What follows belongs to an exercise in optimizing a design on an open flow for small area, a short achievable clock period and few clock cycles per item; a production flow would make more cautious choices. Only simulation tests tie the RTL to the original design; equivalence was not proved. Power is estimated from default activity; no workload was simulated.

**design.v**
```verilog
`timescale 1ns / 1ps
package wss_pkg;
    localparam int SIG_BYTES     = 24;
    localparam int LEN_W         = 5;
    localparam int SKIP_W        = 16;
    localparam int OFFSET_W      = 24;
    localparam int CFG_INDEX_W   = 3;
    localparam int CFG_DATA_W    = 64;
    typedef enum logic [CFG_INDEX_W-1:0] {
        REG_PATTERN_LOW     = 3'd0,
        REG_PATTERN_MID     = 3'd1,
        REG_PATTERN_HIGH    = 3'd2,
        REG_CARE_MASK       = 3'd3,
        REG_PATTERN_LENGTH  = 3'd4,
        REG_SKIP_COUNT      = 3'd5,
        REG_SEARCH_DISTANCE = 3'd6
    } reg_index_t;
    typedef struct packed {
        logic [SIG_BYTES*8-1:0] pattern;
        logic [SIG_BYTES-1:0]   care;
        logic [LEN_W-1:0]       last_pos;
        logic [SKIP_W-1:0]      skip;
        logic [OFFSET_W-1:0]    distance;
    } cfg_t;
    localparam logic [LEN_W-1:0]     LAST_POS_RESET = 5'd0;
    localparam logic [OFFSET_W-1:0]  DISTANCE_RESET = 24'd1;
endpackage
`timescale 1ns / 1ps
module wss_cfg_regs
(
    input  logic                               clk,
    input  logic                               rst_n,
    input  logic                               cfg_valid,
    output logic                               cfg_ready,
    input  logic [wss_pkg::CFG_INDEX_W-1:0]    cfg_index,
    input  logic [wss_pkg::CFG_DATA_W-1:0]     cfg_data,
    output wss_pkg::cfg_t                      cfg,
    output logic [2:0]                         pattern_written,
    output logic                               care_written,
    output logic                               skip_written,
    output logic                               distance_written
);
    wss_pkg::cfg_t              cfg_reg;
    logic [wss_pkg::LEN_W-1:0]  len_in;
    logic [wss_pkg::LEN_W-1:0]  last_pos_in;
    assign cfg_ready = 1'b1;
    assign cfg       = cfg_reg;
    always_comb
    begin
        len_in = cfg_data[wss_pkg::LEN_W-1:0];
        if (len_in == '0)
        begin
            last_pos_in = '0;
        end
        else if (len_in > wss_pkg::LEN_W'(wss_pkg::SIG_BYTES))
        begin
            last_pos_in = wss_pkg::LEN_W'(wss_pkg::SIG_BYTES - 1);
        end
        else
        begin
            last_pos_in = len_in - 1'b1;
        end
    end
    always_ff @(posedge clk or negedge rst_n)
    begin
        if (!rst_n)
        begin
            pattern_written  <= '0;
            care_written     <= 1'b0;
            skip_written     <= 1'b0;
            distance_written <= 1'b0;
            cfg_reg.last_pos <= wss_pkg::LAST_POS_RESET;
        end
        else if (cfg_valid && cfg_ready)
        begin
            case (cfg_index)
                wss_pkg::REG_PATTERN_LOW:
                    pattern_written[0] <= 1'b1;
                wss_pkg::REG_PATTERN_MID:
                    pattern_written[1] <= 1'b1;
                wss_pkg::REG_PATTERN_HIGH:
                    pattern_written[2] <= 1'b1;
                wss_pkg::REG_CARE_MASK:
                    care_written <= 1'b1;
                wss_pkg::REG_PATTERN_LENGTH:
                    cfg_reg.last_pos <= last_pos_in;
                wss_pkg::REG_SKIP_COUNT:
                    skip_written <= 1'b1;
                wss_pkg::REG_SEARCH_DISTANCE:
                    distance_written <= 1'b1;
                default:
                    ;
            endcase
        end
    end
    always_ff @(posedge clk)
    begin
        if (cfg_valid && cfg_ready)
        begin
            case (cfg_index)
                wss_pkg::REG_PATTERN_LOW:
                    cfg_reg.pattern[63:0] <= cfg_data;
                wss_pkg::REG_PATTERN_MID:
                    cfg_reg.pattern[127:64] <= cfg_data;
                wss_pkg::REG_PATTERN_HIGH:
                    cfg_reg.pattern[191:128] <= cfg_data;
                wss_pkg::REG_CARE_MASK:
                    cfg_reg.care <= cfg_data[wss_pkg::SIG_BYTES-1:0];
                wss_pkg::REG_SKIP_COUNT:
                    cfg_reg.skip <= cfg_data[wss_pkg::SKIP_W-1:0];
                wss_pkg::REG_SEARCH_DISTANCE:
                    cfg_reg.distance <= cfg_data[wss_pkg::OFFSET_W-1:0];
                default:
                    ;
            endcase
        end
    end
endmodule
`timescale 1ns / 1ps
module wss_match
#(
    parameter int PATTERN_BYTES = 24
)
(
    input  logic [7:0]                       data,
    input  logic [PATTERN_BYTES*8-1:0]       pattern,
    input  logic [PATTERN_BYTES-1:0]         care,
    input  logic [2:0]                       pattern_written,
    input  logic                             care_written,
    output logic [PATTERN_BYTES-1:0]         hit_pos
);
    logic data_zero;
    always_comb
    begin
        data_zero = (data == 8'd0);
        for (int k = 0; k < PATTERN_BYTES; k++)
        begin
            hit_pos[k] = (care_written && !care[k]) ||
                         (pattern_written[k / 8] ? (data == pattern[k*8 +: 8]) : data_zero);
        end
    end
endmodule
`timescale 1ns / 1ps
module wildcard_signature_scanner_core
#(
    parameter int PATTERN_BYTES = 24
)
(
    input  logic                              clk,
    input  logic                              rst_n,
    input  logic                              cfg_valid,
    output logic                              cfg_ready,
    input  logic [wss_pkg::CFG_INDEX_W-1:0]   cfg_index,
    input  logic [wss_pkg::CFG_DATA_W-1:0]    cfg_data,
    input  logic                              item_valid,
    output logic                              item_stall,
    input  logic [7:0]                        data_byte,
    input  logic                              last_byte,
    output logic                              result_valid,
    input  logic                              result_stall,
    output logic                              found,
    output logic [wss_pkg::OFFSET_W-1:0]      match_offset
);
    localparam int OW = wss_pkg::OFFSET_W;
    localparam int CW = OW + 1;
    localparam int SW = wss_pkg::SKIP_W;
    wss_pkg::cfg_t                     cfg;
    logic [2:0]                        pattern_written;
    logic                              care_written;
    logic                              skip_written;
    logic                              distance_written;
    logic [SW-1:0]                     skip;
    logic                              a_valid;
    logic                              in_first_reg;
    logic                              a_last;
    logic                              stall_reg;
    logic                              first_reg;
    logic                              done_reg;
    logic                              past_reg;
    logic [PATTERN_BYTES-1:0]          prefix_reg;
    logic [SW-1:0]                     remain_reg;
    logic                              reached_reg;
    logic [CW-1:0]                     start_reg;
    logic                              at_dist_reg;
    logic                              res_valid_reg;
    logic                              found_reg;
    logic [OW-1:0]                     offset_reg;
    logic [CW-1:0]                     start_init;
    logic                              skip_zero;
    logic                              at_dist_first;
    logic                              first_can_hit;
    logic [PATTERN_BYTES-1:0]          last_onehot;
    logic [PATTERN_BYTES-1:0]          hit_pos;
    logic [PATTERN_BYTES-1:0]          prefix_prev;
    logic [PATTERN_BYTES-1:0]          prefix_next;
    logic                              done_eff;
    logic                              past_eff;
    logic [SW-1:0]                     remain_eff;
    logic [CW-1:0]                     start_inc;
    logic                              reached_eff;
    logic                              at_dist_eff;
    logic                              hit;
    logic                              accept;
    logic                              produce;
    logic                              proc;
    logic                              take_item;
    logic                              res_valid_next;
    logic                              first_next;
    logic                              done_next;
    logic                              might_produce;
    wss_cfg_regs u_cfg
    (
        .clk             (clk),
        .rst_n           (rst_n),
        .cfg_valid       (cfg_valid),
        .cfg_ready       (cfg_ready),
        .cfg_index       (cfg_index),
        .cfg_data        (cfg_data),
        .cfg             (cfg),
        .pattern_written (pattern_written),
        .care_written    (care_written),
        .skip_written    (skip_written),
        .distance_written(distance_written)
    );
    wss_match #(.PATTERN_BYTES(PATTERN_BYTES)) u_match
    (
        .data            (data_byte),
        .pattern         (cfg.pattern),
        .care            (cfg.care),
        .pattern_written (pattern_written),
        .care_written    (care_written),
        .hit_pos         (hit_pos)
    );
    assign item_stall   = stall_reg;
    assign result_valid = res_valid_reg;
    assign found        = found_reg;
    assign match_offset = offset_reg;
    always_comb
    begin
        start_init    = CW'(0) - CW'(cfg.last_pos);
        skip          = skip_written ? cfg.skip : '0;
        skip_zero     = !skip_written || (cfg.skip == '0);
        at_dist_first = (cfg.last_pos == '0) && distance_written && (cfg.distance == '0);
        first_can_hit = (cfg.last_pos == '0) && skip_zero;
        for (int k = 0; k < PATTERN_BYTES; k++)
        begin
            last_onehot[k] = (cfg.last_pos == 5'(k));
        end
    end
    always_comb
    begin
        proc         = a_valid && !stall_reg;
        take_item    = item_valid && !stall_reg;
        prefix_prev  = in_first_reg ? '0 : prefix_reg;
        prefix_next  = {prefix_prev[PATTERN_BYTES-2:0], 1'b1} & hit_pos;
        done_eff     = done_reg && !first_reg;
        past_eff     = past_reg && !first_reg;
        remain_eff   = first_reg ? skip : remain_reg;
        reached_eff  = first_reg ? skip_zero : reached_reg;
        at_dist_eff  = first_reg ? at_dist_first : at_dist_reg;
        start_inc    = start_reg + 1'b1;
        hit          = |(prefix_reg & last_onehot) && !past_eff && !at_dist_eff && !done_eff;
        accept       = hit && reached_eff;
        produce      = accept || (a_last && !done_eff);
        res_valid_next = (res_valid_reg && result_stall) || (proc && produce);
        first_next     = proc ? a_last : first_reg;
        done_next      = proc ? (done_eff || accept) : done_reg;
        might_produce  = !(done_next && !first_next) &&
                         (!first_next || last_byte || first_can_hit);
    end
    always_ff @(posedge clk or negedge rst_n)
    begin
        if (!rst_n)
        begin
            a_valid       <= 1'b0;
            stall_reg     <= 1'b0;
            first_reg     <= 1'b1;
            in_first_reg  <= 1'b1;
            res_valid_reg <= 1'b0;
        end
        else
        begin
            a_valid       <= take_item || (a_valid && stall_reg);
            stall_reg     <= (a_valid && stall_reg && res_valid_next) ||
                             (take_item && res_valid_next && might_produce);
            first_reg     <= first_next;
            if (take_item)
            begin
                in_first_reg <= last_byte;
            end
            res_valid_reg <= res_valid_next;
        end
    end
    always_ff @(posedge clk)
    begin
        if (!stall_reg)
        begin
            a_last <= last_byte;
        end
        if (take_item)
        begin
            prefix_reg <= prefix_next;
        end
        if (proc)
        begin
            past_reg    <= past_eff || at_dist_eff;
            done_reg    <= done_eff || accept;
            at_dist_reg <= distance_written ? (start_inc == {1'b0, cfg.distance}) :
                                              (start_inc == CW'(1));
            if (hit && !reached_eff)
            begin
                remain_reg  <= remain_eff - 1'b1;
                reached_reg <= (remain_eff == SW'(1));
            end
            else
            begin
                remain_reg  <= remain_eff;
                reached_reg <= reached_eff;
            end
        end
        if (proc ? a_last : first_reg)
        begin
            start_reg <= start_init;
        end
        else if (proc)
        begin
            start_reg <= start_inc;
        end
        if (proc && produce)
        begin
            found_reg  <= accept;
            offset_reg <= accept ? start_reg[OW-1:0] : '0;
        end
    end
endmodule
```
**flow/run.sh**
```bash
#!/bin/bash
# Layout flow: the standard layout (standard synthesis, floorplan, placement,
# CTS, routing) with two changes: timing repair aims at a larger setup slack than
# the default of 0, so that the achieved period, not just the 11 ns clock, is
# optimised; and the port buffers are plain buf_2 cells. The SDC, the clock
# period and every other step are the standard flow's own.
set -euo pipefail
export SETUP_SLACK_MARGIN=7.8
export BUFFER_PORTS_ARGS="-buffer_cell sky130_fd_sc_hd__buf_2"
bash standard.sh finish > orfs_make.log 2>&1
```
**standard.sh**
```bash
#!/bin/bash
# synth_recipe.tcl (not shown) runs the flow's synth.tcl, then flattens the netlist and writes it again
# the make line also repeats each setting of config.mk as NAME=value (left out here)
make -C /OpenROAD-flow-scripts/flow DESIGN_CONFIG=/design/flow/config.mk WORK_HOME=/design/flow/orfs CLKGATE_MAP_FILE= SYNTH_SCRIPT=/design/flow/synth_recipe.tcl "${@:-finish}"
```
**config.mk**
```make
export PLATFORM = sky130hd
export DESIGN_NAME = wildcard_signature_scanner_core
export DESIGN_NICKNAME = wildcard_signature_scanner_core
export VERILOG_FILES = /design/flow/design.v
export SDC_FILE = /design/flow/constraint.sdc
export NUM_CORES = 4
export LEC_CHECK = 0
export CAP_MARGIN = 20
export CORE_MARGIN = 2
export CORE_UTILIZATION = 30
export CTS_CLUSTER_DIAMETER = 80
export CTS_CLUSTER_SIZE = 28
export PLACE_DENSITY = 0.75
export SLEW_MARGIN = 20
```
**constraint.sdc**
```tcl
create_clock -name core_clock -period 11.0 [get_ports {clk}]
set_input_delay 2.2000 -clock core_clock [delete_from_list [all_inputs] [get_ports {clk}]]
set_output_delay 2.2000 -clock core_clock [all_outputs]
set_load 0.01 [all_outputs]
```
==> flow_summary.yaml, run 1 <==
synth:
  ys_types: 73
  syn-instance-count: 1165
  yosys_warnings: 3
  synth-main-ff-cell: "edfxtp_1"
  syn_area_mm2: 0.01648
  synth-seq-cells: 367
  synth_async_sr_flop_share: 0.04360
  yosysSeqAreaShare: 0.6632
  synth_edf_count: 350
  synthesis.nets: 1257
  synth.avg_cell_area_um2: 14.15
clock_network:
  cts_buffers: 18
  cts_hold_buf: 0
  clk_latency_ns: 0.56
  root_buffer: "clkbuf_16"
  cts_tree: "yes"
  cts.clk_slew.worst_paths_ns: 0.11
  clock_tree.buffer_depth: 3
  cts.htree.levels: 1
  cts_sinks: 367
floorplanning:
  ios: 109
  die_h_um: 238.4
  dieArea_mm2: 0.05684
  initial_core_util: 0.3051
  core-area_mm2: 0.05403
  die_w_um: 238.4
  placementRows: 85
global_routing:
  grt_pass1_wl_mm: 61.98
  grt_pass1_vias: 10210
  antenna_found_initial: 3
  grt_max_degree: 66
  track_usage: 0.1423
  gr-total-overflow: 0
setup_path:
  cpPeakStageDelay_ns: 0.43
  crit_arrival_ns: 1.10
  r2r_slack_ns: 7.91
  worstReg2RegStart: "first_reg"
  reg2reg_depth: 7
  crit_type: "reg2out"
  cp_max_fo: 2
  end_kind: "output pin"
  slowest_stage: "dfrtp_2"
  worstPathBufferInverterCount: 1
  start_kind: "flop"
  rr_endpoint: "remain_reg[15]"
  cp_data_required_time_ns: 8.80
  critPathTopFamily: "flip-flops"
  path_cells: "buf_6"
place:
  io_buffers: 107
  place.gp.congestion: 0.8774
  place_hpwl_mm: 27.10
  dp_slack_ns: 6.477
layout:
  final_nets: 1352
  largest_reg_flops: 261
  final_common_cell: "edfxtp_1"
  fill_cells: 5141
  final_cell_mix: "edfxtp_1, xnor2_1, buf_2, xor2_1, o21ai_0"
  area_growth_syn_to_layout_pct: 14.94
  drive_gt1_frac: 0.1879
drt:
  drtIter0Drc: 1028
  vias: 10300
  avgRoutedWirePerCell_um: 21.11
  dr.pass1.iters: 8
  viasPerCell: 5.229
  drcViolationCount: 0
  routed_wirelength_mm: 41.58
  drtAntennaViolNets: 0
timing:
  fmaxAchievable_ghz: 0.3031
  worst_slack_ns: 7.701
  slew_viol_final: 0
  fin_setup_tns_ns: 0
  finalHoldViolCount: 0
  grt_setup_unrepaired: "true"
  final.setup_skew_ns: 0.03980
  min_period_over_period: 0.2999
  setup_viol: 0
  max-slew-margin-rel: 0.3896
  tightest_slew_ns: 0.9137
  period_needed_ns: 3.299
flow_run:
  maxCapViolCount: 0
pwr:
  peakVddDrop_v: 0.0001310
  power.leakage_uw: 0.006087
  power.density_mw_per_mm2: 198.6
  power_uw: 3763
run_status:
  outcome: "complete, no violations"
worst_hold_path:
  holdPathEnd: "done_reg"
  holdPathStages: 1
  worstHoldStart: "done_reg"
  hold_path_class: "reg2reg"
==> cell type report <==
type                    instances  area [um2]  area share
well taps                     696       870.8     0.04596
clock buffers                  27       494.2     0.02608
inverters                      22       83.83    0.004424
clock inverters                 5       81.33    0.004292
repair buffers                134       844.6     0.04458
multi-input cells             717        5632      0.2972
diodes                          2       5.005   0.0002641
flip-flops and latches        367       10940      0.5772
==> cell usage after synthesis (all sizes together), types with 3 or more instances <==
| cell type | number | share of area |
|---|---|---|
| ha | 11 | 0.0083 |
| and2 | 29 | 0.011 |
| nand4 | 36 | 0.014 |
| mux2 | 5 | 0.0034 |
| dfrtp | 14 | 0.021 |
| a22o | 7 | 0.0037 |
| inv | 21 | 0.0048 |
| a211oi | 3 | 0.0014 |
| o211ai | 4 | 0.0018 |
| nor2b | 6 | 0.0023 |
| nor4b | 4 | 0.0025 |
| and4 | 6 | 0.0032 |
| nor2 | 31 | 0.0071 |
| edfxtp | 350 | 0.64 |
| xnor3 | 4 | 0.0055 |
| nand3b | 4 | 0.0018 |
| nor3 | 13 | 0.0043 |
| xor2 | 88 | 0.047 |
| and3 | 9 | 0.0034 |
| xnor2 | 144 | 0.077 |
| a221oi | 3 | 0.0016 |
| o22ai | 6 | 0.0023 |
| o21ai | 63 | 0.019 |
| nand3 | 21 | 0.0064 |
| nand2 | 34 | 0.0077 |
| or4 | 9 | 0.0041 |
| buf | 9 | 0.0029 |
| a31oi | 28 | 0.011 |
| or3 | 4 | 0.0015 |
| or2 | 8 | 0.0030 |
| a21oi | 5 | 0.0015 |
| a22oi | 17 | 0.0077 |
| nor3b | 25 | 0.011 |
| nand2b | 10 | 0.0038 |
| clkbuf | 51 | 0.012 |
| nor4 | 40 | 0.018 |
==> stage by stage <==
| step | cells | utilization | hold WS, ns | area, um2 |
|---|---|---|---|---|
| 6_report | 1970 | 0.3507 | 0.5516 | 18950 |
| 5_1_grt | 1969 | 0.3506 | 0.5719 | 18940 |
| 4_1_cts | 1958 | 0.3458 | 0.5539 | 18680 |
| 3_5_place_dp | 1915 | 0.3295 | 0.5251 | 17800 |
| 3_3_place_gp | 1915 | 0.3295 | 0.4838 | 17800 |
| 2_1_floorplan | 1165 | - | 0.4655 | 16780 |
==> worst max-delay path by stage <==
stage / endpoint / start / depth (start not counted)
floorplan: u_cfg.cfg_reg[100] / cfg_index[2] / 2
global placement: stall_reg / u_cfg.cfg_reg[40] / 11
detailed placement: stall_reg / u_cfg.cfg_reg[40] / 11
CTS: item_stall / stall_reg / 1
global route: item_stall / stall_reg / 1
finish: item_stall / stall_reg / 1
==> layer usage <==
metal / global-route usage / vias up / share of wire
met5: 0 / - / 0.00017
met4: 0.04148 / 2 / 0.029
met3: 0.02233 / 78 / 0.071
met2: 0.2361 / 443 / 0.48
met1: 0.1928 / 5200 / 0.42
li1: - / 4578 / -
==> power by group <==
| group | total, uW | switching [uW] | internal, uW | leakage, uW |
|---|---|---|---|---|
| clock network | 787 | 456 | 331 | 0.000270 |
| registers | 1970 | 162 | 1800 | 0.00343 |
| logic | 1010 | 597 | 412 | 0.00239 |
| total | 3760 | 1220 | 2550 | 0.00609 |
==> kinds of logic (layout without fill, tap and decap cells) <==
family	after synthesis	after routing	share of synthesized area
flip-flops	367	367	0.6632
adder cells (fa/ha/maj)	11	11	0.008349
other	1	3	0.0002275
XOR/XNOR	237	237	0.1302
AO/OA/AOI/OAI	168	168	0.06672
multiplexers	7	7	0.004630
AND/OR/NAND/NOR	292	293	0.1072
buffers and inverters	82	188	0.01951
==> what timing repair did <==
action	in CTS	in global routing
setup buffers	10	10
pin swaps	5	7
setup endpoints to repair	230	123
gates resized for setup	51	33
gates cloned	1	0
Testbench counts, summed over its fixed seeds: cycles 72,767, bytes 72,386.
==> run 2, diff against run 1 <==
--- a/config.mk
+++ b/config.mk
@@ -7,8 +7,8 @@
 export LEC_CHECK = 0
-export CAP_MARGIN = 20
+export CAP_MARGIN = 10
 export CORE_MARGIN = 2
 export CORE_UTILIZATION = 30
-export CTS_CLUSTER_DIAMETER = 80
-export CTS_CLUSTER_SIZE = 28
+export CTS_CLUSTER_DIAMETER = 70
+export CTS_CLUSTER_SIZE = 24
 export PLACE_DENSITY = 0.75
-export SLEW_MARGIN = 20
+export SLEW_MARGIN = 10
==> run 2 against run 1 <==
Synthesized area unchanged. Setup slack improved by 0.030 ns. Non-clock buffer count increased by 1. Sequential power about the same. Die area unchanged. Synthesized cell count unchanged. Count of clock-buffer cells in the layout decreased by 3. Critical path depth unchanged. Sequential share of layout area decreased by 0.18 points. Highest routed layer unchanged. Utilization increased by 0.11 points. Combinational power about the same.
==> flow_summary.yaml, run 2 <==
synth:
  synth_async_sr_flop_share: 0.04360
  synth_area_leaders: "edfxtp_1, xnor2_1, xor2_1, dfrtp_1, o21ai_0"
  synth-seq-cells: 367
  synthTopCellsByCount: "edfxtp_1, xnor2_1, xor2_1"
  yosysSeqAreaShare: 0.6632
  post-synth-top-area-fraction: 0.6376
  ys_types: 73
  syn_area_mm2: 0.01648
  yosys_warnings: 3
  synthesis.nets: 1257
  synth-main-ff-cell: "edfxtp_1"
  synth_top_cell_by_area: "edfxtp_1"
  synth_most_common_cell: "edfxtp_1"
  synth.avg_cell_area_um2: 14.15
  synth_edf_count: 350
  syn-instance-count: 1165
place:
  place_hpwl_mm: 27.10
  place.gp.congestion: 0.8774
  io_buffers: 107
worst_hold_path:
  worstHoldStart: "done_reg"
  holdPathEnd: "done_reg"
  hold_path_class: "reg2reg"
  holdPathStages: 1
pwr:
  p_sw_uw: 1198
  p_comb_frac: 0.264
  power.leakage_uw: 0.006137
  p_sw_frac: 0.3166
  peakVddDrop_v: 0.0001255
  power.density_mw_per_mm2: 199.1
  p_int_uw: 2586
  power_uw: 3784
  clockPowerShare: 0.217
  pwr-share-seq: 0.519
setup_path:
  end_kind: "output pin"
  cp_max_fo: 2
  critPathTopFamily: "flip-flops"
  worstPathBufferInverterCount: 1
  crit_arrival_ns: 1.07
  crit_type: "reg2out"
  r2r_slack_ns: 7.85
  reg2reg_depth: 7
  start_kind: "flop"
  worstReg2RegStart: "start_reg[8]"
  path_cells: "buf_6"
  slowest_stage: "dfrtp_2"
  rr_endpoint: "at_dist_reg"
  cpPeakStageDelay_ns: 0.42
  cp_data_required_time_ns: 8.80
global_routing:
  track_usage: 0.1423
  grt_pass1_wl_mm: 61.83
  gr-total-overflow: 0
  grt_max_degree: 66
  grt_pass1_vias: 10240
  antenna_found_initial: 5
layout:
  final_common_cell: "edfxtp_1"
  final_cell_mix: "edfxtp_1, xnor2_1, buf_2, xor2_1, o21ai_0"
  largest_reg_flops: 261
  fill_cells: 5121
  area_growth_syn_to_layout_pct: 15.29
  final_nets: 1355
  drive_gt1_frac: 0.1890
  multi_input_area_mm2: 0.005627
  seqCellArea_mm2: 0.01094
drt:
  routed_wirelength_mm: 41.84
  vias: 10250
  avgRoutedWirePerCell_um: 21.27
  drtAntennaViolNets: 0
  drtIter0Drc: 1077
  drcViolationCount: 0
  viasPerCell: 5.210
  dr.pass1.iters: 5
run_status:
  outcome: "complete, no violations"
clock_network:
  cts.htree.levels: 1
  cts_sinks: 367
  clk_latency_ns: 0.54
  cts.clk_slew.worst_paths_ns: 0.09
  clock_tree.buffer_depth: 3
  cts_tree: "yes"
  cts_hold_buf: 0
  cts_buffers: 20
  root_buffer: "clkbuf_16"
floorplanning:
  die_h_um: 238.4
  placementRows: 85
  dieArea_mm2: 0.05684
  ios: 109
  die_w_um: 238.4
  initial_core_util: 0.3051
  core-area_mm2: 0.05403
timing:
  fin_setup_tns_ns: 0
  min_period_over_period: 0.2972
  final.setup_skew_ns: 0.01344
  grt_setup_unrepaired: "true"
  max-slew-margin-rel: 0.3815
  finalHoldViolCount: 0
  tightest_slew_ns: 0.9268
  period_needed_ns: 3.269
  fmaxAchievable_ghz: 0.3059
  slew_viol_final: 0
  setup_viol: 0
flow_run:
  maxCapViolCount: 0
run 2: power by group through the flow:
stage	sequential (uW)	clock [uW]	combinational, uW
detailed placement	2010	0	841
CTS	1970	833	937
global placement	2000	0	809
finish	1970	820	998
global route	1990	879	1090
floorplan	1930	0	630
run 2: worst max-delay path by stage:
stage	startpoint	end	slack, ns	depth (start not counted)
CTS	stall_reg	item_stall	7.70	1
global route	first_reg	remain_reg[15]	7.64	7
detailed placement	u_cfg.cfg_reg[40]	stall_reg	6.48	11
global placement	u_cfg.cfg_reg[40]	stall_reg	6.66	11
floorplan	cfg_index[2]	u_cfg.cfg_reg[100]	6.62	2
finish	stall_reg	item_stall	7.73	1
run 2: cell type report:
cell class / count / share of cell area
antenna: 1 / 0.0001317
clock buffer: 24 / 0.02824
clock inverter: 5 / 0.003884
inverter: 22 / 0.004411
multi-input combinational: 717 / 0.2961
sequential: 367 / 0.5754
tap: 696 / 0.04582
timing repair buffer: 135 / 0.04608
run 2: kinds of logic (layout without fill, tap and decap cells):
family	after synthesis	count (layout)	synth area share
buffers and inverters	82	186	0.01951
other	1	2	0.0002275
XOR/XNOR	237	237	0.1302
flip-flops	367	367	0.6632
multiplexers	7	7	0.004630
adder cells (fa/ha/maj)	11	11	0.008349
AO/OA/AOI/OAI	168	168	0.06672
AND/OR/NAND/NOR	292	293	0.1072
run 2: timing repair:
action,CTS,global route
setup buffers,11,9
pin swaps,7,11
hold endpoints to repair,0,0
cloned,1,1
endpoints found under the setup margin,314,125
gates resized for setup,55,40
run 2: through the flow:
step / hold slack [ns] / instance area [um2] / utilization / setup WS, ns / cells
after global routing: 0.5671 / 19010 / 0.3518 / 7.638 / 1967
after CTS: 0.5490 / 18730 / 0.3467 / 7.702 / 1956
after global placement: 0.4838 / 17800 / 0.3295 / 6.663 / 1915
after floorplan: 0.4655 / 16780 / - / 6.615 / 1165
after detailed placement: 0.5251 / 17800 / 0.3295 / 6.477 / 1915
final: 0.5385 / 19010 / 0.3518 / 7.731 / 1967
run 2: layer usage:
metal  track usage  share of wire  wire, um
met1        0.1878           0.40     16730
met5             0        0.00038        16
met3       0.02696          0.086      3596
met2        0.2363           0.49     20360
met4       0.04583          0.027      1137
==> run 3, diff against run 2 <==
--- a/flow/run.sh
+++ b/flow/run.sh
@@ -7,3 +7,3 @@
 set -euo pipefail
-export SETUP_SLACK_MARGIN=7.8
+export SETUP_SLACK_MARGIN=7.9
 export BUFFER_PORTS_ARGS="-buffer_cell sky130_fd_sc_hd__buf_2"
--- a/config.mk
+++ b/config.mk
@@ -7,3 +7,3 @@
 export LEC_CHECK = 0
-export CAP_MARGIN = 10
+export CAP_MARGIN = 20
 export CORE_MARGIN = 2
@@ -13,2 +13,2 @@
 export PLACE_DENSITY = 0.75
-export SLEW_MARGIN = 10
+export SLEW_MARGIN = 20
==> run 3 against run 2 <==
Register-to-register slack gained 0.11 ns. Final cell count increased by 1.9%. Setup slack worse by 0.021 ns. First-iteration DRC count is 17% higher. Sequential share of layout area decreased by 1.8 points. Die area is the same. Via count grew 3.3%. Synthesized cell count unchanged. Critical endpoint unchanged.
==> flow_summary.yaml, run 3 <==
run_status:
  outcome: "complete, no violations"
global_routing:
  grt_pass1_wl_mm: 61.84
  track_usage: 0.1419
  antenna_found_initial: 3
  grt_pass1_vias: 9959
  grt_max_degree: 66
  gr-total-overflow: 0
synth:
  yosysSeqAreaShare: 0.6632
  synth.avg_cell_area_um2: 14.15
  syn-instance-count: 1165
  yosys_warnings: 3
  synth-seq-cells: 367
  synthesis.nets: 1257
  ys_types: 73
  post-synth-top-area-fraction: 0.6376
  synth_most_common_cell: "edfxtp_1"
  synth_async_sr_flop_share: 0.04360
  synth_top_cell_by_area: "edfxtp_1"
  synth_edf_count: 350
  synthTopCellsByCount: "edfxtp_1, xnor2_1, xor2_1"
  synth-main-ff-cell: "edfxtp_1"
  synth_area_leaders: "edfxtp_1, xnor2_1, xor2_1, dfrtp_1, o21ai_0"
  syn_area_mm2: 0.01648
timing:
  worst_slack_ns: 7.711
  finalHoldViolCount: 0
  final.setup_skew_ns: 0.02115
  period_needed_ns: 3.289
  min_period_over_period: 0.2990
  slew_viol_final: 0
  fmaxAchievable_ghz: 0.3040
  setup_viol: 0
  tightest_slew_ns: 1.002
  max-slew-margin-rel: 0.3316
  fin_setup_tns_ns: 0
  grt_setup_unrepaired: "true"
  whs_ns: 0.5400
layout:
  multi_input_area_mm2: 0.005816
  fin_cells: 2005
  final_common_cell: "edfxtp_1"
  drive_gt1_frac: 0.2215
  area_growth_syn_to_layout_pct: 19.09
  seqCellArea_mm2: 0.01093
  antennaDiodeCount: 0
  fill_cells: 5044
  final_nets: 1388
  final_cell_mix: "edfxtp_1, xnor2_1, buf_2, xor2_1, o21ai_0"
  largest_reg_flops: 261
drt:
  vias: 10590
  drcViolationCount: 0
  drtAntennaViolNets: 0
  avgRoutedWirePerCell_um: 22.00
  dr.pass1.iters: 6
  routed_wirelength_mm: 44.11
  drtIter0Drc: 1265
  viasPerCell: 5.283
floorplanning:
  core-area_mm2: 0.05403
  die_h_um: 238.4
  die_w_um: 238.4
  dieArea_mm2: 0.05684
  placementRows: 85
  initial_core_util: 0.3051
  ios: 109
setup_path:
  critPathTopFamily: "flip-flops"
  path_cells: "buf_6"
  crit_arrival_ns: 1.09
  cp_data_required_time_ns: 8.80
  crit_type: "reg2out"
  worstPathBufferInverterCount: 1
  slowest_stage: "dfrtp_2"
  end_kind: "output pin"
  cp_max_fo: 2
  cpPeakStageDelay_ns: 0.43
  start_kind: "flop"
flow_run:
  maxCapViolCount: 0
pwr:
  power.density_mw_per_mm2: 193.4
  power.leakage_uw: 0.006418
  peakVddDrop_v: 0.0001400
  power_uw: 3798
clock_network:
  clk_latency_ns: 0.55
  cts.clk_slew.worst_paths_ns: 0.10
  cts_tree: "yes"
  cts_sinks: 367
  cts_buffers: 19
  cts_hold_buf: 0
  clock_tree.buffer_depth: 3
  root_buffer: "clkbuf_16"
  cts.htree.levels: 1
place:
  placed_cells: 1915
  place.gp.congestion: 0.8815
  place_hpwl_mm: 27.16
  dp_slack_ns: 6.708
  io_buffers: 107
worst_hold_path:
  hold_path_class: "reg2reg"
## run 3: cell counts after synthesis
Identical to the previous run, type by type.
## run 3: power by group
part	internal (uW)	total [uW]	switching, uW
Sequential	1810	1970	170
Combinational	436	1040	606
Clock	338	781	443
## run 3: logic make-up (layout without fill, tap and decap cells)
family / count (synthesis) / count (layout) / synth area share
adders and majority gates: 11 / 11 / 0.008349
buffers and inverters: 82 / 225 / 0.01951
other: 1 / 1 / 0.0002275
AOI/OAI and AO/OA: 168 / 168 / 0.06672
DFF: 367 / 367 / 0.6632
and+or+nand+nor: 292 / 293 / 0.1072
muxes: 7 / 7 / 0.004630
xor gates and xnor gates: 237 / 237 / 0.1302
## run 3: area by class of cell
cell class,instances,share of cell area
Clock buffer,30,0.02683
Clock inverter,4,0.001530
Inverter,22,0.004461
Multi-Input combinational cell,717,0.2962
Sequential cell,367,0.5570
Tap cell,696,0.04436
Timing Repair Buffer,169,0.06960
## run 3: final timing paths
| kind | from | to | slack (ns) | cells after the start |
|---|---|---|---|---|
| hold / removal | done_reg | done_reg | 0.54 | 1 |
| setup reg to reg | start_reg[2] | at_dist_reg | 7.96 | 7 |
| setup / recovery | stall_reg | item_stall | 7.71 | 1 |
| max in group asynchronous | rst_n | in_first_reg | 9.03 | 1 |
| hold reg to reg | done_reg | done_reg | 0.54 | 1 |
| min in group asynchronous | rst_n | res_valid_reg | 1.60 | 1 |
## run 3: layer usage
| metal | up-vias | global-route usage | wire length [um] |
|---|---|---|---|
| met2 | 551 | 0.2389 | 21690 |
| met5 | - | 0 | 23 |
| li1 | 4646 | - | - |
| met4 | 4 | 0.03030 | 972 |
| met1 | 5308 | 0.1905 | 17700 |
| met3 | 83 | 0.02707 | 3725 |
## run 3: stage by stage
| stage | util | instance area, um2 |
|---|---|---|
| 6_report | 0.3634 | 19630 |
| 5_1_grt | 0.3634 | 19630 |
| 4_1_cts | 0.3483 | 18820 |
| 3_5_place_dp | 0.3302 | 17840 |
| 3_3_place_gp | 0.3302 | 17840 |
| 2_1_floorplan | - | 16820 |
## run 3: repair_timing
action / in CTS / in global routing
gates resized for setup: 61 / 67
pin swaps: 9 / 31
setup buffers: 14 / 33
gates cloned: 1 / 8
setup endpoints to repair: 317 / 147
==> run 4, diff against run 3 <==
--- a/flow/run.sh
+++ b/flow/run.sh
@@ -7,3 +7,3 @@
 set -euo pipefail
-export SETUP_SLACK_MARGIN=7.9
+export SETUP_SLACK_MARGIN=7.75
 export BUFFER_PORTS_ARGS="-buffer_cell sky130_fd_sc_hd__buf_2"
==> run 4 against run 3 <==
Die area is the same. Synthesized cell count is the same. First-iteration DRC count fell by 4.3%. Global-route usage is essentially flat. Via count fell by 2.9%. Combinational power fell by 5%. Fmax fell by 0.43%. Count of clock-buffer cells in the layout increased by 3. Largest power group unchanged.
==> flow_summary.yaml, run 4 <==
setup_path:
  cpPeakStageDelay_ns: 0.44
  crit_arrival_ns: 1.10
  crit_type: "reg2out"
  cp_max_fo: 2
  worstPathBufferInverterCount: 1
  start_kind: "flop"
  cp_data_required_time_ns: 8.80
  end_kind: "output pin"
  path_cells: "buf_6"
  slowest_stage: "dfrtp_2"
  critPathTopFamily: "flip-flops"
global_routing:
  grt_pass1_vias: 10080
  antenna_found_initial: 5
  track_usage: 0.1416
  grt_max_degree: 66
  grt_pass1_wl_mm: 61.54
  gr-total-overflow: 0
floorplanning:
  ios: 109
  die_h_um: 238.4
  die_w_um: 238.4
  core-area_mm2: 0.05403
  placementRows: 85
  initial_core_util: 0.3051
  dieArea_mm2: 0.05684
clock_network:
  cts_buffers: 20
  cts.htree.levels: 1
  clock_tree.buffer_depth: 3
  clk_latency_ns: 0.55
  root_buffer: "clkbuf_16"
  cts_tree: "yes"
  cts_sinks: 367
  cts_hold_buf: 0
  cts.clk_slew.worst_paths_ns: 0.09
timing:
  setup_viol: 0
  max-slew-margin-rel: 0.3736
  tightest_slew_ns: 0.9376
  fin_setup_tns_ns: 0
  final.setup_skew_ns: 0.01604
  finalHoldViolCount: 0
  period_needed_ns: 3.304
  grt_setup_unrepaired: "true"
  slew_viol_final: 0
  min_period_over_period: 0.3003
  fmaxAchievable_ghz: 0.3027
layout:
  fill_cells: 5150
  final_nets: 1358
  largest_reg_flops: 261
  final_common_cell: "edfxtp_1"
  drive_gt1_frac: 0.1813
  fin_cells: 1980
  final_cell_mix: "edfxtp_1, xnor2_1, buf_2, xor2_1, o21ai_0"
  area_growth_syn_to_layout_pct: 14.73
drt:
  drcViolationCount: 0
  routed_wirelength_mm: 41.46
  dr.pass1.iters: 6
  avgRoutedWirePerCell_um: 20.94
  drtAntennaViolNets: 0
  viasPerCell: 5.192
  drtIter0Drc: 1210
  vias: 10280
synth:
  synth-main-ff-cell: "edfxtp_1"
  synth-seq-cells: 367
  ys_types: 73
  synth.avg_cell_area_um2: 14.15
  yosysSeqAreaShare: 0.6632
  synth_edf_count: 350
  synth_async_sr_flop_share: 0.04360
  synthTopCellsByCount: "edfxtp_1, xnor2_1, xor2_1"
  synth_most_common_cell: "edfxtp_1"
  yosys_warnings: 3
  syn-instance-count: 1165
  syn_area_mm2: 0.01648
  post-synth-top-area-fraction: 0.6376
  synth_area_leaders: "edfxtp_1, xnor2_1, xor2_1, dfrtp_1, o21ai_0"
  synthesis.nets: 1257
  synth_top_cell_by_area: "edfxtp_1"
pwr:
  peakVddDrop_v: 0.0001312
  power.density_mw_per_mm2: 200.9
  power.leakage_uw: 0.006118
flow_run:
  maxCapViolCount: 0
run_status:
  outcome: "complete, no violations"
place:
  placed_cells: 1914
  place_hpwl_mm: 26.78
  place.gp.congestion: 0.9042
  io_buffers: 107
worst_hold_path:
  hold_path_class: "reg2reg"
[run 4: cell count changes in the layout (fill, tap and decap cells not counted), sizes merged]
cell and change:
o21a +1, diode +4, clkbuf -6, clkinvlp -2
buf -23, clkinv +1
[run 4: final timing paths]
check / from / to / slack, ns / depth (start not counted)
setup / recovery: stall_reg / item_stall / 7.70 / 1
hold / removal: done_reg / done_reg / 0.51 / 1
setup reg to reg: u_cfg.cfg_reg[27] / remain_reg[5] / 7.82 / 7
hold reg to reg: done_reg / done_reg / 0.51 / 1
max in group asynchronous: rst_n / first_reg / 9.07 / 1
min in group asynchronous: rst_n / res_valid_reg / 1.59 / 1
[run 4: cell type report]
class / count / area, um2 / share of cell area
sequential: 367 / 10930 / 0.5781
multi-input combinational: 718 / 5540 / 0.2929
tap: 696 / 870.8 / 0.04604
timing repair buffer: 137 / 834.6 / 0.04413
clock buffer: 33 / 601.8 / 0.03182
inverter: 22 / 83.83 / 0.004432
clock inverter: 3 / 37.54 / 0.001985
antenna: 4 / 10.01 / 0.0005292
[run 4: per-layer routing]
metal,routed length [um],vias up,global-route usage
met1,17210,5126,0.1950
li1,-,4594,-
met5,13,-,0
met3,3492,58,0.02499
met2,19650,501,0.2287
met4,1097,2,0.04129
[run 4: power by group]
group,leakage (uW),total [uW],internal [uW],switching [uW]
sequential,0.00343,1970,1800,163
combinational,0.00238,992,402,590
clock,0.000309,841,387,454
[run 4: metrics by stage]
step	setup WS, ns	instance area, um2	power (uW)	hold slack [ns]	utilization
2_1_floorplan	6.615	16780	2565	0.4655	-
3_3_place_gp	6.646	17790	2802	0.4869	0.3293
3_5_place_dp	6.486	17790	2836	0.4943	0.3293
4_1_cts	7.683	18680	3730	0.5166	0.3457
5_1_grt	7.663	18910	3971	0.5451	0.3499
6_report	7.696	18910	3800	0.5149	0.3501
[run 4: kinds of logic after synthesis]
family	share of synthesized area
muxes	0.004630
buffers and inverters	0.01951
and+or+nand+nor	0.1072
other	0.0002275
AOI/OAI and AO/OA	0.06672
DFF	0.6632
xor gates and xnor gates	0.1302
adders and majority gates	0.008349
[run 4: timing repair]
| action | CTS | global route |
|---|---|---|
| pin swaps | 6 | 5 |
| setup endpoints to repair | 185 | 151 |
| gates resized for setup | 41 | 21 |
| setup buffers | 9 | 15 |
| cloned | 1 | 1 |
| endpoints found under the hold margin | 0 | 0 |
==> run 5, diff against run 4 <==
--- a/flow/run.sh
+++ b/flow/run.sh
@@ -7,3 +7,3 @@
 set -euo pipefail
-export SETUP_SLACK_MARGIN=7.75
+export SETUP_SLACK_MARGIN=7.8
 export BUFFER_PORTS_ARGS="-buffer_cell sky130_fd_sc_hd__buf_2"
--- a/config.mk
+++ b/config.mk
@@ -9,3 +9,3 @@
 export CORE_MARGIN = 2
-export CORE_UTILIZATION = 30
+export CORE_UTILIZATION = 40
 export CTS_CLUSTER_DIAMETER = 70
==> run 5 against run 4 <==
Setup slack better by 0.022 ns. Power is 0.55% higher. Critical endpoint is now match_offset[22]. Combinational power is 2% lower. Sequential share of layout area is 0.17 points higher.
==> flow_summary.yaml, run 5 <==
global_routing:
  use_met3: 0.02805
  use_met2: 0.3136
  grt_pass1_vias: 10340
  antenna_found_initial: 1
  grt_busiest_layer: "met2"
  track_usage: 0.1810
  grt_max_degree: 66
  grt_pass1_wl_mm: 61.06
  gr-total-overflow: 0
  use_met1: 0.2360
setup_path:
  reg2reg_depth: 5
  cp_data_required_time_ns: 8.80
  cp_max_fo: 1
  start_kind: "flop"
  rr_endpoint: "offset_reg[0]"
  worstReg2RegStart: "u_cfg.cfg_reg[27]"
  crit_arrival_ns: 1.08
  end_kind: "output pin"
  slowest_stage: "edfxtp_1"
  worstPathBufferInverterCount: 1
  crit_type: "reg2out"
  r2r_slack_ns: 7.92
  critPathTopFamily: "flip-flops"
  cpPeakStageDelay_ns: 0.38
  path_cells: "buf_2"
place:
  place_area_mm2: 0.01760
  io_buffers: 107
  dp_slack_ns: 6.618
  place_hpwl_mm: 25.44
  place.gp.congestion: 0.8638
clock_network:
  cts_tree: "yes"
  clk_latency_ns: 0.55
  root_buffer: "clkbuf_16"
  clock_tree.buffer_depth: 3
  cts.clk_slew.worst_paths_ns: 0.09
  cts.htree.levels: 1
  cts_buffers: 22
  cts_sinks: 367
  cts_hold_buf: 0
timing:
  max-slew-margin-rel: 0.3487
  min_period_over_period: 0.2984
  setup_viol: 0
  slew_viol_final: 0
  fmaxAchievable_ghz: 0.3047
  period_needed_ns: 3.282
  final.setup_skew_ns: 0.01780
  tightest_slew_ns: 0.9758
  grt_setup_unrepaired: "true"
  fin_setup_tns_ns: 0
  worst_slack_ns: 7.718
  finalHoldViolCount: 0
pwr:
  p_int_uw: 2601
  p_sw_frac: 0.3192
  power.density_mw_per_mm2: 202.6
  pwr-share-seq: 0.516
  clockPowerShare: 0.229
  p_sw_uw: 1219
  peakVddDrop_v: 0.0001252
  power.leakage_uw: 0.006171
  p_comb_frac: 0.255
synth:
  yosys_warnings: 3
  synthTopCellsByCount: "edfxtp_1, xnor2_1, xor2_1"
  synth_most_common_cell: "edfxtp_1"
  syn-instance-count: 1165
  yosysSeqAreaShare: 0.6632
  synth_edf_count: 350
  synth-main-ff-cell: "edfxtp_1"
  synth_async_sr_flop_share: 0.04360
  ys_types: 73
  syn_area_mm2: 0.01648
  synth_top_cell_by_area: "edfxtp_1"
  synth.avg_cell_area_um2: 14.15
  post-synth-top-area-fraction: 0.6376
  synthesis.nets: 1257
  synth_area_leaders: "edfxtp_1, xnor2_1, xor2_1, dfrtp_1, o21ai_0"
  synth-seq-cells: 367
layout:
  multi_input_area_mm2: 0.005630
  fin_util: 0.4629
  fill_cells: 3511
  area_growth_syn_to_layout_pct: 14.40
  final_common_cell: "edfxtp_1"
  fin_area_mm2: 0.01886
  final_cell_mix: "edfxtp_1, xnor2_1, buf_2, xor2_1, o21ai_0"
  seqCellArea_mm2: 0.01093
  largest_reg_flops: 261
  final_nets: 1358
  drive_gt1_frac: 0.1958
floorplanning:
  initial_core_util: 0.4046
  core-area_mm2: 0.04074
  die_h_um: 207.0
  ios: 109
  placementRows: 74
  die_w_um: 207.0
  dieArea_mm2: 0.04285
drt:
  avgRoutedWirePerCell_um: 22.01
  drtAntennaViolNets: 0
  drcViolationCount: 0
  routed_wirelength_mm: 39.83
  viasPerCell: 5.721
  vias: 10360
  drtIter0Drc: 1091
  dr.pass1.iters: 6
flow_run:
  maxCapViolCount: 0
worst_hold_path:
  hold_path_class: "reg2reg"
  holdPathStages: 1
  worstHoldStart: "done_reg"
  holdPathEnd: "done_reg"
run_status:
  outcome: "complete, no violations"
## run 5: cells by family after synthesis
family / Yosys count / share of synthesized area
xor+xnor: 237 / 0.1302
mux: 7 / 0.004630
other cells: 1 / 0.0002275
compound gates: 168 / 0.06672
fa+ha+maj: 11 / 0.008349
buf+inv: 82 / 0.01951
simple gates: 292 / 0.1072
flops: 367 / 0.6632
## run 5: cell type report
| class | count | share of cell area |
|---|---|---|
| inverter | 22 | 0.004445 |
| clock buffer | 24 | 0.03072 |
| antenna | 1 | 0.0001327 |
| multi-input combinational | 718 | 0.2986 |
| tap | 532 | 0.03530 |
| clock inverter | 11 | 0.005971 |
| sequential | 367 | 0.5798 |
| timing repair buffer | 135 | 0.04505 |
## run 5: worst max-delay path by stage
| stage | startpoint | end | cells past startpoint |
|---|---|---|---|
| 2_1_floorplan | cfg_index[2] | u_cfg.cfg_reg[100] | 2 |
| 3_3_place_gp | data_byte[2] | prefix_reg[11] | 6 |
| 3_5_place_dp | data_byte[2] | prefix_reg[11] | 6 |
| 4_1_cts | offset_reg[22] | match_offset[22] | 1 |
| 6_report | offset_reg[22] | match_offset[22] | 1 |
| 5_1_grt | offset_reg[22] | match_offset[22] | 1 |
## run 5: metrics by stage
stage	instances	total power (uW)	hold slack, ns
detailed placement	1751	2830	0.4913
CTS	1798	3769	0.5111
floorplan	1165	2565	0.4655
global route	1810	3986	0.5187
global placement	1751	2795	0.4860
finish	1810	3821	0.5104
## run 5: power groups by stage
| stage | Combinational [uW] | Sequential, uW | Clock (uW) |
|---|---|---|---|
| 6_report | 974 | 1970 | 874 |
| 4_1_cts | 913 | 1970 | 885 |
| 2_1_floorplan | 630 | 1930 | 0 |
| 3_5_place_dp | 827 | 2000 | 0 |
| 5_1_grt | 1060 | 2000 | 933 |
| 3_3_place_gp | 798 | 2000 | 0 |
## run 5: timing repair
item | CTS | global route
cloned | 2 | 0
pin swaps | 6 | 12
setup buffers | 10 | 11
resized for setup | 44 | 45
endpoints found under the setup margin | 252 | 98
## run 5: routing by layer
layer / share of wire / up-vias
met5: 0 / -
met4: 0.028 / 0
met3: 0.071 / 75
met2: 0.50 / 482
met1: 0.40 / 5204
li1: - / 4594
==> run 6, diff against run 5 <==
--- a/config.mk
+++ b/config.mk
@@ -9,5 +9,6 @@
 export CORE_MARGIN = 2
-export CORE_UTILIZATION = 40
+export CORE_UTILIZATION = 30
 export CTS_CLUSTER_DIAMETER = 70
 export CTS_CLUSTER_SIZE = 24
+export GPL_TIMING_DRIVEN = 0
 export PLACE_DENSITY = 0.75
==> run 6 against run 5 <==
Final area grew 8.8%. Via count grew 6.0%. Clock power shrank 3.8%. Critical endpoint is now match_offset[16]. Highest routed layer is now met5.
==> flow_summary.yaml, run 6 <==
timing:
  fmaxAchievable_ghz: 0.3026
  tightest_slew_ns: 0.8816
  setup_viol: 0
  min_period_over_period: 0.3004
  slew_viol_final: 0
  final.setup_skew_ns: 0.01295
  period_needed_ns: 3.305
  finalHoldViolCount: 0
  max-slew-margin-rel: 0.4123
  fin_setup_tns_ns: 0
  grt_setup_unrepaired: "true"
worst_hold_path:
  holdPathEnd: "done_reg"
  hold_path_class: "reg2reg"
  worstHoldStart: "done_reg"
  holdPathStages: 1
pwr:
  p_int_uw: 2616
  peakVddDrop_v: 0.0001277
  p_sw_frac: 0.3177
  clockPowerShare: 0.219
  p_comb_frac: 0.276
  pwr-share-seq: 0.505
  power.leakage_uw: 0.006812
  power.density_mw_per_mm2: 187.0
  p_sw_uw: 1218
global_routing:
  grt_pass1_wl_mm: 66.86
  gr-total-overflow: 0
  antenna_found_initial: 3
  grt_pass1_vias: 10730
  grt_max_degree: 28
  track_usage: 0.1552
clock_network:
  cts.clk_slew.worst_paths_ns: 0.10
  cts_hold_buf: 0
  cts.htree.levels: 1
  cts_tree: "yes"
  clock_tree.buffer_depth: 3
  clk_latency_ns: 0.55
  cts_sinks: 367
  root_buffer: "clkbuf_16"
  cts_buffers: 20
setup_path:
  critPathTopFamily: "flip-flops"
  cpPeakStageDelay_ns: 0.40
  cp_max_fo: 1
  slowest_stage: "edfxtp_1"
  worstReg2RegStart: "start_reg[0]"
  path_cells: "buf_2"
  crit_type: "reg2out"
  worstPathBufferInverterCount: 1
  crit_arrival_ns: 1.10
  cp_data_required_time_ns: 8.80
  end_kind: "output pin"
  r2r_slack_ns: 7.86
  start_kind: "flop"
  rr_endpoint: "at_dist_reg"
  reg2reg_depth: 9
drt:
  drcViolationCount: 0
  viasPerCell: 5.340
  drtIter0Drc: 1501
  vias: 10970
  routed_wirelength_mm: 46.25
  avgRoutedWirePerCell_um: 22.51
  drtAntennaViolNets: 0
  dr.pass1.iters: 7
synth:
  ys_types: 73
  synth-seq-cells: 367
  synth_area_leaders: "edfxtp_1, xnor2_1, xor2_1, dfrtp_1, o21ai_0"
  synth-main-ff-cell: "edfxtp_1"
  synth_xor_xnor_area_share: 0.1302
  synth_async_sr_flop_share: 0.04360
  synthSimpleGateAreaFrac: 0.1072
  syn-instance-count: 1165
  synthesis.nets: 1257
  synth_compound_gate_area_share: 0.06672
  syn_area_mm2: 0.01648
  synth_most_common_cell: "edfxtp_1"
  synth.avg_cell_area_um2: 14.15
  synthMuxAreaShare: 0.004630
  synth_edf_count: 350
  yosysSeqAreaShare: 0.6632
  synth_top_family_by_area: "XOR/XNOR gates"
  synth_adder_area_share: 0.008349
  post-synth-top-area-fraction: 0.6376
  synth_top_cell_by_area: "edfxtp_1"
  synthTopCellsByCount: "edfxtp_1, xnor2_1, xor2_1"
  yosys_warnings: 3
place:
  io_buffers: 99
  place_hpwl_mm: 30.51
  place.gp.congestion: 0.9269
layout:
  final_common_cell: "edfxtp_1"
  fill_cells: 4998
  final_cell_mix: "edfxtp_1, xnor2_1, buf_2, xor2_1, o21ai_0"
  largest_reg_flops: 261
  area_growth_syn_to_layout_pct: 24.42
  final_nets: 1441
  drive_gt1_frac: 0.2712
  fin_util: 0.3796
floorplanning:
  die_w_um: 238.4
  initial_core_util: 0.3051
  die_h_um: 238.4
  ios: 109
  placementRows: 85
  core-area_mm2: 0.05403
  dieArea_mm2: 0.05684
run_status:
  outcome: "complete, no violations"
flow_run:
  maxCapViolCount: 0
==> run 6: cell counts after synthesis <==
No cell type changed its count.
==> run 6: final cells by class <==
| type | count | area (um2) | share of cell area |
|---|---|---|---|
| sequential | 367 | 10940 | 0.5332 |
| multi-input combinational | 717 | 6143 | 0.2995 |
| timing repair buffer | 161 | 1221 | 0.05954 |
| tap | 696 | 870.8 | 0.04246 |
| buffer | 60 | 629.4 | 0.03069 |
| clock buffer | 24 | 546.8 | 0.02666 |
| inverter | 22 | 82.58 | 0.004026 |
| clock inverter | 6 | 75.07 | 0.003660 |
| antenna | 2 | 5.005 | 0.0002440 |
==> run 6: power by group through the flow <==
stage / Combinational (uW) / Clock (uW) / Sequential (uW)
final: 1060 / 841 / 1940
after global routing: 1140 / 896 / 1960
after CTS: 977 / 846 / 1930
after detailed placement: 901 / 0 / 1960
after global placement: 867 / 0 / 1960
after floorplan: 630 / 0 / 1930
==> run 6: metrics by stage <==
step           total power [uW]  instances  cell area, um2  hold WS, ns  setup WS [ns]
2_1_floorplan              2565       1165           16780       0.4655          6.615
5_1_grt                    3998       2054           20510       0.5598          7.633
3_5_place_dp               2864       1970           18340       0.4899          6.661
4_1_cts                    3755       2035           19850       0.5206          7.640
6_report                   3835       2055           20510       0.5225          7.695
3_3_place_gp               2823       1960           18150       0.4855          5.579
==> run 6: cells by family (layout without fill, tap and decap cells) <==
logic type      Yosys count  count (layout)
flops                   367             367
simple gates            292             292
xor+xnor                237             237
compound gates          168             169
buf+inv                  82             273
fa+ha+maj                11              11
mux                       7               7
other cells               1               3
==> run 6: worst max-delay path by stage <==
stage / start / to / slack [ns] / cells past startpoint
floorplan: cfg_index[2] / u_cfg.cfg_reg[100] / 6.62 / 2
global placement: cfg_index[2] / u_cfg.cfg_reg[114] / 5.58 / 3
detailed placement: data_byte[5] / prefix_reg[21] / 6.66 / 7
CTS: offset_reg[16] / match_offset[16] / 7.64 / 1
global route: offset_reg[16] / match_offset[16] / 7.63 / 1
finish: offset_reg[16] / match_offset[16] / 7.70 / 1
==> run 6: timing repair <==
item                                   in CTS  in global routing
setup endpoints to repair                 190                127
gates cloned                                1                  1
endpoints found under the hold margin       0                  0
setup buffers                              34                 17
pin swaps                                  43                 56
resized for setup                          96                110
==> run 6: metal layers <==
metal,global-route usage,vias to the layer above,wire (um)
met5,0,-,13
met4,0.04545,2,1451
met3,0.02244,91,3697
met2,0.2582,611,22430
met1,0.2106,5507,18660
li1,-,4762,-
==> run 7, diff against run 6 <==
--- a/config.mk
+++ b/config.mk
@@ -12,3 +12,2 @@
 export CTS_CLUSTER_SIZE = 24
-export GPL_TIMING_DRIVEN = 0
 export PLACE_DENSITY = 0.75
==> run 7 against run 6 <==
Synthesized cell count did not move. Worst hold slack improved by 0.016 ns. Final area fell by 7.3%. Still clean. Critical path depth did not move. Setup slack improved by 0.036 ns. Critical endpoint is now item_stall. Count of clock-buffer cells in the layout did not move. Via count fell by 6.6%. Sequential share of layout area rose by 4.2 points. Highest routed layer unchanged. Final cell count fell by 4.3%.
==> flow_summary.yaml, run 7 <==
timing:
  final.setup_skew_ns: 0.01344
  tightest_slew_ns: 0.9268
  slew_viol_final: 0
  fin_setup_tns_ns: 0
  grt_setup_unrepaired: "true"
  worst_slack_ns: 7.731
  min_period_over_period: 0.2972
  period_needed_ns: 3.269
  fmaxAchievable_ghz: 0.3059
  setup_viol: 0
  finalHoldViolCount: 0
  max-slew-margin-rel: 0.3815
setup_path:
  slowest_stage: "dfrtp_2"
  end_kind: "output pin"
  worstPathBufferInverterCount: 1
  cpPeakStageDelay_ns: 0.42
  r2r_slack_ns: 7.85
  crit_type: "reg2out"
  reg2reg_depth: 7
  path_cells: "buf_6"
  cp_max_fo: 2
  critPathTopFamily: "flip-flops"
  cp_data_required_time_ns: 8.80
  worstSetupPathDepth: 1
  rr_endpoint: "at_dist_reg"
  start_kind: "flop"
  worstReg2RegStart: "start_reg[8]"
  crit_arrival_ns: 1.07
synth:
  post-synth-top-area-fraction: 0.6376
  synthesis.nets: 1257
  synth_xor_xnor_area_share: 0.1302
  syn-instance-count: 1165
  synth_async_sr_flop_share: 0.04360
  synth_top_family_by_area: "XOR/XNOR gates"
  syn_area_mm2: 0.01648
  yosysSeqAreaShare: 0.6632
  synth.avg_cell_area_um2: 14.15
  synth_edf_count: 350
  ys_types: 73
  synth_area_leaders: "edfxtp_1, xnor2_1, xor2_1, dfrtp_1, o21ai_0"
  synth_compound_gate_area_share: 0.06672
  synth-seq-cells: 367
  synthMuxAreaShare: 0.004630
  synthSimpleGateAreaFrac: 0.1072
  synth_top_cell_by_area: "edfxtp_1"
  yosys_warnings: 3
  synth-main-ff-cell: "edfxtp_1"
  synth_most_common_cell: "edfxtp_1"
  synth_adder_area_share: 0.008349
  synthTopCellsByCount: "edfxtp_1, xnor2_1, xor2_1"
drt:
  drtIter0Drc: 1077
  vias: 10250
  routed_wirelength_mm: 41.84
  drcViolationCount: 0
  drtAntennaViolNets: 0
  avgRoutedWirePerCell_um: 21.27
  viasPerCell: 5.210
  dr.pass1.iters: 5
layout:
  fin_util: 0.3518
  final_cell_mix: "edfxtp_1, xnor2_1, buf_2, xor2_1, o21ai_0"
  final_common_cell: "edfxtp_1"
  largest_reg_flops: 261
  final_nets: 1355
  fin_cells: 1967
  area_growth_syn_to_layout_pct: 15.29
  drive_gt1_frac: 0.1890
global_routing:
  track_usage: 0.1423
  antenna_found_initial: 5
  grt_pass1_vias: 10240
  grt_max_degree: 66
  gr-total-overflow: 0
  grt_pass1_wl_mm: 61.83
pwr:
  power.density_mw_per_mm2: 199.1
  power.leakage_uw: 0.006137
  peakVddDrop_v: 0.0001255
floorplanning:
  initial_core_util: 0.3051
  placementRows: 85
  die_w_um: 238.4
  dieArea_mm2: 0.05684
  die_h_um: 238.4
  core-area_mm2: 0.05403
  ios: 109
clock_network:
  cts.htree.levels: 1
  cts_tree: "yes"
  cts.clk_slew.worst_paths_ns: 0.09
  cts_sinks: 367
  cts_buffers: 20
  clk_latency_ns: 0.54
  cts_hold_buf: 0
  clock_tree.buffer_depth: 3
  root_buffer: "clkbuf_16"
run_status:
  outcome: "complete, no violations"
worst_hold_path:
  holdPathEnd: "done_reg"
  worstHoldStart: "done_reg"
  hold_path_class: "reg2reg"
  holdPathStages: 1
place:
  placed_cells: 1915
  place.gp.congestion: 0.8774
  place_hpwl_mm: 27.10
  dp_slack_ns: 6.477
  io_buffers: 107
flow_run:
  maxCapViolCount: 0
-- run 7: kinds of logic after synthesis --
kind of cell,after synthesis
adders and majority gates,11
AOI/OAI and AO/OA,168
muxes,7
DFF,367
xor gates and xnor gates,237
and+or+nand+nor,292
buffers and inverters,82
other,1
-- run 7: report_power, final --
group	internal (uW)	total (uW)	switching, uW
Clock	379	820	441
Sequential	1800	1970	161
Combinational	402	998	596
-- run 7: area by class of cell --
| cell class | instances | area [um2] |
|---|---|---|
| multi-input cells | 717 | 5627 |
| diodes | 1 | 2.502 |
| clock buffers | 24 | 536.8 |
| repair buffers | 135 | 875.8 |
| inverters | 22 | 83.83 |
| fillers | 5121 | 35020 |
| well taps | 696 | 870.8 |
| flip-flops and latches | 367 | 10940 |
| clock inverters | 5 | 73.82 |
-- run 7: worst max path at each step --
stage / slack (ns) / start / to
floorplan: 6.62 / cfg_index[2] / u_cfg.cfg_reg[100]
global placement: 6.66 / u_cfg.cfg_reg[40] / stall_reg
detailed placement: 6.48 / u_cfg.cfg_reg[40] / stall_reg
CTS: 7.70 / stall_reg / item_stall
global route: 7.64 / first_reg / remain_reg[15]
finish: 7.73 / stall_reg / item_stall
-- run 7: routing by layer --
metal  share of wire  GRT usage
met1            0.40     0.1878
met2            0.49     0.2363
met4           0.027    0.04583
met5         0.00038          0
met3           0.086    0.02696
-- run 7: what timing repair did --
| item | CTS | global route |
|---|---|---|
| resized for setup | 55 | 40 |
| pin swaps | 7 | 11 |
| gates cloned | 1 | 1 |
| endpoints found under the setup margin | 314 | 125 |
| setup buffers | 11 | 9 |
-- run 7: through the flow --
step / area, um2 / hold WS [ns] / total power [uW]
floorplan: 16780 / 0.4655 / 2565
global placement: 17800 / 0.4838 / 2807
detailed placement: 17800 / 0.5251 / 2848
CTS: 18730 / 0.5490 / 3739
global route: 19010 / 0.5671 / 3955
finish: 19010 / 0.5385 / 3784
==> run 8, diff against run 7 <==
--- a/config.mk
+++ b/config.mk
@@ -10,4 +10,4 @@
 export CORE_UTILIZATION = 30
-export CTS_CLUSTER_DIAMETER = 70
-export CTS_CLUSTER_SIZE = 24
+export CTS_CLUSTER_DIAMETER = 60
+export CTS_CLUSTER_SIZE = 20
 export PLACE_DENSITY = 0.75
==> run 8 against run 7 <==
Worst hold slack worse by 0.0029 ns. Still clean. Wire length is 0.65% lower. Register-to-register slack better by 0.02 ns. Sequential cell count stayed put. Final area is 0.15% higher. Critical path type unchanged. Largest cell class unchanged.
==> flow_summary.yaml, run 8 <==
synth:
  yosysSeqAreaShare: 0.6632
  synth_area_leaders: "edfxtp_1, xnor2_1, xor2_1, dfrtp_1, o21ai_0"
  synth_edf_count: 350
  synth_most_common_cell: "edfxtp_1"
  ys_types: 73
  yosys_warnings: 3
  synthMuxAreaShare: 0.004630
  synthSimpleGateAreaFrac: 0.1072
  synth-seq-cells: 367
  synth.avg_cell_area_um2: 14.15
  synthesis.nets: 1257
  synth-main-ff-cell: "edfxtp_1"
  synth_top_family_by_area: "XOR/XNOR gates"
  synthTopCellsByCount: "edfxtp_1, xnor2_1, xor2_1"
  synth_adder_area_share: 0.008349
  post-synth-top-area-fraction: 0.6376
  synth_compound_gate_area_share: 0.06672
  synth_xor_xnor_area_share: 0.1302
  syn-instance-count: 1165
  syn_area_mm2: 0.01648
  synth_top_cell_by_area: "edfxtp_1"
  synth_async_sr_flop_share: 0.04360
place:
  io_buffers: 107
  dp_slack_ns: 6.477
  placed_cells: 1915
  place.gp.congestion: 0.8774
  place_hpwl_mm: 27.10
pwr:
  clockPowerShare: 0.232
  power.density_mw_per_mm2: 202.6
  pwr-share-seq: 0.510
  peakVddDrop_v: 0.0001467
  p_sw_frac: 0.3189
  p_comb_frac: 0.258
  p_sw_uw: 1230
  power.leakage_uw: 0.006158
  p_int_uw: 2627
layout:
  final_common_cell: "edfxtp_1"
  final_cell_mix: "edfxtp_1, xnor2_1, buf_2, xor2_1, o21ai_0"
  largest_reg_flops: 261
  drive_gt1_frac: 0.1869
  area_growth_syn_to_layout_pct: 15.46
  final_nets: 1358
  fin_cells: 1983
timing:
  tightest_slew_ns: 0.9113
  slew_viol_final: 0
  final.setup_skew_ns: 0.02010
  setup_viol: 0
  min_period_over_period: 0.2986
  worst_slack_ns: 7.716
  period_needed_ns: 3.284
  fin_setup_tns_ns: 0
  max-slew-margin-rel: 0.3912
  grt_setup_unrepaired: "true"
  fmaxAchievable_ghz: 0.3045
  finalHoldViolCount: 0
clock_network:
  clock_tree.buffer_depth: 3
  cts_tree: "yes"
  cts_buffers: 24
  cts_sinks: 367
  cts.htree.levels: 1
  clk_latency_ns: 0.57
  root_buffer: "clkbuf_16"
  cts.clk_slew.worst_paths_ns: 0.08
global_routing:
  grt_pass1_wl_mm: 62.07
  antenna_found_initial: 5
  grt_pass1_vias: 10270
  track_usage: 0.1426
  gr-total-overflow: 0
  grt_max_degree: 66
floorplanning:
  die_h_um: 238.4
  dieArea_mm2: 0.05684
  placementRows: 85
  core-area_mm2: 0.05403
  die_w_um: 238.4
  ios: 109
  initial_core_util: 0.3051
drt:
  dr.pass1.iters: 7
  vias: 10360
  drtAntennaViolNets: 0
  drtIter0Drc: 1090
  routed_wirelength_mm: 41.57
  drcViolationCount: 0
  viasPerCell: 5.224
  avgRoutedWirePerCell_um: 20.96
setup_path:
  path_cells: "buf_6"
  cp_data_required_time_ns: 8.80
  crit_arrival_ns: 1.08
  cp_max_fo: 2
  worstPathBufferInverterCount: 1
  cpPeakStageDelay_ns: 0.41
  crit_type: "reg2out"
  slowest_stage: "dfrtp_2"
  end_kind: "output pin"
  start_kind: "flop"
  critPathTopFamily: "flip-flops"
flow_run:
  maxCapViolCount: 0
worst_hold_path:
  hold_path_class: "reg2reg"
run_status:
  outcome: "complete, no violations"
run 8: cell counts after synthesis:
Identical to the previous run, type by type.
run 8: kinds of logic after synthesis:
kind of cell / count (synthesis)
buffers and inverters: 82
AND/OR/NAND/NOR: 292
XOR/XNOR: 237
flip-flops: 367
adder cells (fa/ha/maj): 11
multiplexers: 7
AO/OA/AOI/OAI: 168
other: 1
run 8: layout make-up:
cell class | count | area [um2]
Multi-Input combinational cell | 717 | 5589
Fill cell | 5133 | 34990
Clock buffer | 36 | 645.6
Clock inverter | 8 | 85.08
Antenna cell | 3 | 7.507
Sequential cell | 367 | 10940
Tap cell | 696 | 870.8
Timing Repair Buffer | 134 | 815.8
Inverter | 22 | 83.83
run 8: path summary, 6_finish.rpt:
kind / start / endpoint / slack, ns / cells past startpoint
max: stall_reg / item_stall / 7.72 / 1
min: done_reg / done_reg / 0.54 / 1
max reg2reg: start_reg[8] / at_dist_reg / 7.87 / 7
min reg2reg: done_reg / done_reg / 0.54 / 1
max in group asynchronous: rst_n / u_cfg.cfg_reg[40] / 9.02 / 1
min in group asynchronous: rst_n / u_cfg.pattern_written[1] / 1.60 / 1
run 8: what timing repair did:
action                     in CTS  in global routing
gates cloned                    1                  0
hold endpoints to repair        0                  0
pin swaps                       6                  5
setup endpoints to repair     219                184
hold buffers                    0                  0
setup buffers                  10                 10
resized for setup              47                 27
run 8: per-layer routing:
layer  share of wire  up-vias  routed length, um  global-route usage
li1                -     4607                  -                   -
met1            0.41     5173              16850              0.1888
met2            0.48      498              19960              0.2374
met3           0.085       80               3548             0.02707
met4           0.029        2               1209             0.04280
met5         0.00017        -                  7                   0
run 8: power by group through the flow:
stage | Sequential [uW] | Clock (uW) | Combinational (uW)
6_report | 1970 | 897 | 994
5_1_grt | 1990 | 957 | 1090
4_1_cts | 1970 | 911 | 932
3_5_place_dp | 2010 | 0 | 841
3_3_place_gp | 2000 | 0 | 809
2_1_floorplan | 1930 | 0 | 630
run 8: through the flow:
step                total power, uW  utilization  hold WS [ns]  area [um2]
finish                         3857       0.3523        0.5357       19030
CTS                            3812       0.3482        0.5465       18810
global route                   4030       0.3522        0.5618       19030
floorplan                      2565            -        0.4655       16780
detailed placement             2848       0.3295        0.5251       17800
global placement               2807       0.3295        0.4838       17800

==> port drivers added, routing unchanged <==
Ports are ideal in the flow. The routed layouts listed here were re-timed in OpenROAD. Step 1: set_driving_cell puts a clkbuf_16 on clk and a buf_2 on each other input, an assumption about the parent block. Step 2, shift: input delay + t, output delay - t, t = (earliest + latest rising clock arrival at the registers) / 2. This alone moves slack from input paths to output paths. a / b / c = ideal ports / drivers / drivers and shift; a / b = the first two.
run | shift t [ns] | setup WS [ns] | worst setup path at the end | latest minus earliest clock arrival (ns)
run 1 | 0.591 | 7.701 / 7.650 / 7.206 | input to register | 0.040 / 0.040
run 2 | 0.583 | 7.731 / 7.683 / 7.187 | input to register | 0.014 / 0.013
run 3 | 0.587 | 7.711 / 7.661 / 7.167 | input to register | 0.024 / 0.023
run 4 | 0.589 | 7.696 / 7.645 / 7.218 | input to register | 0.017 / 0.016
run 5 | 0.593 | 7.718 / 7.670 / 7.250 | input to register | 0.023 / 0.023
run 6 | 0.593 | 7.695 / 7.646 / 7.107 | input to register | 0.019 / 0.019
run 7 | 0.583 | 7.731 / 7.683 / 7.187 | input to register | 0.014 / 0.013
run 8 | 0.607 | 7.716 / 7.668 / 7.226 | input to register | 0.022 / 0.022
After both steps every run listed still meets setup and hold. For run 6, which loses most, drivers alone change the setup slack by -0.049 ns; drivers and shift together by -0.588 ns.
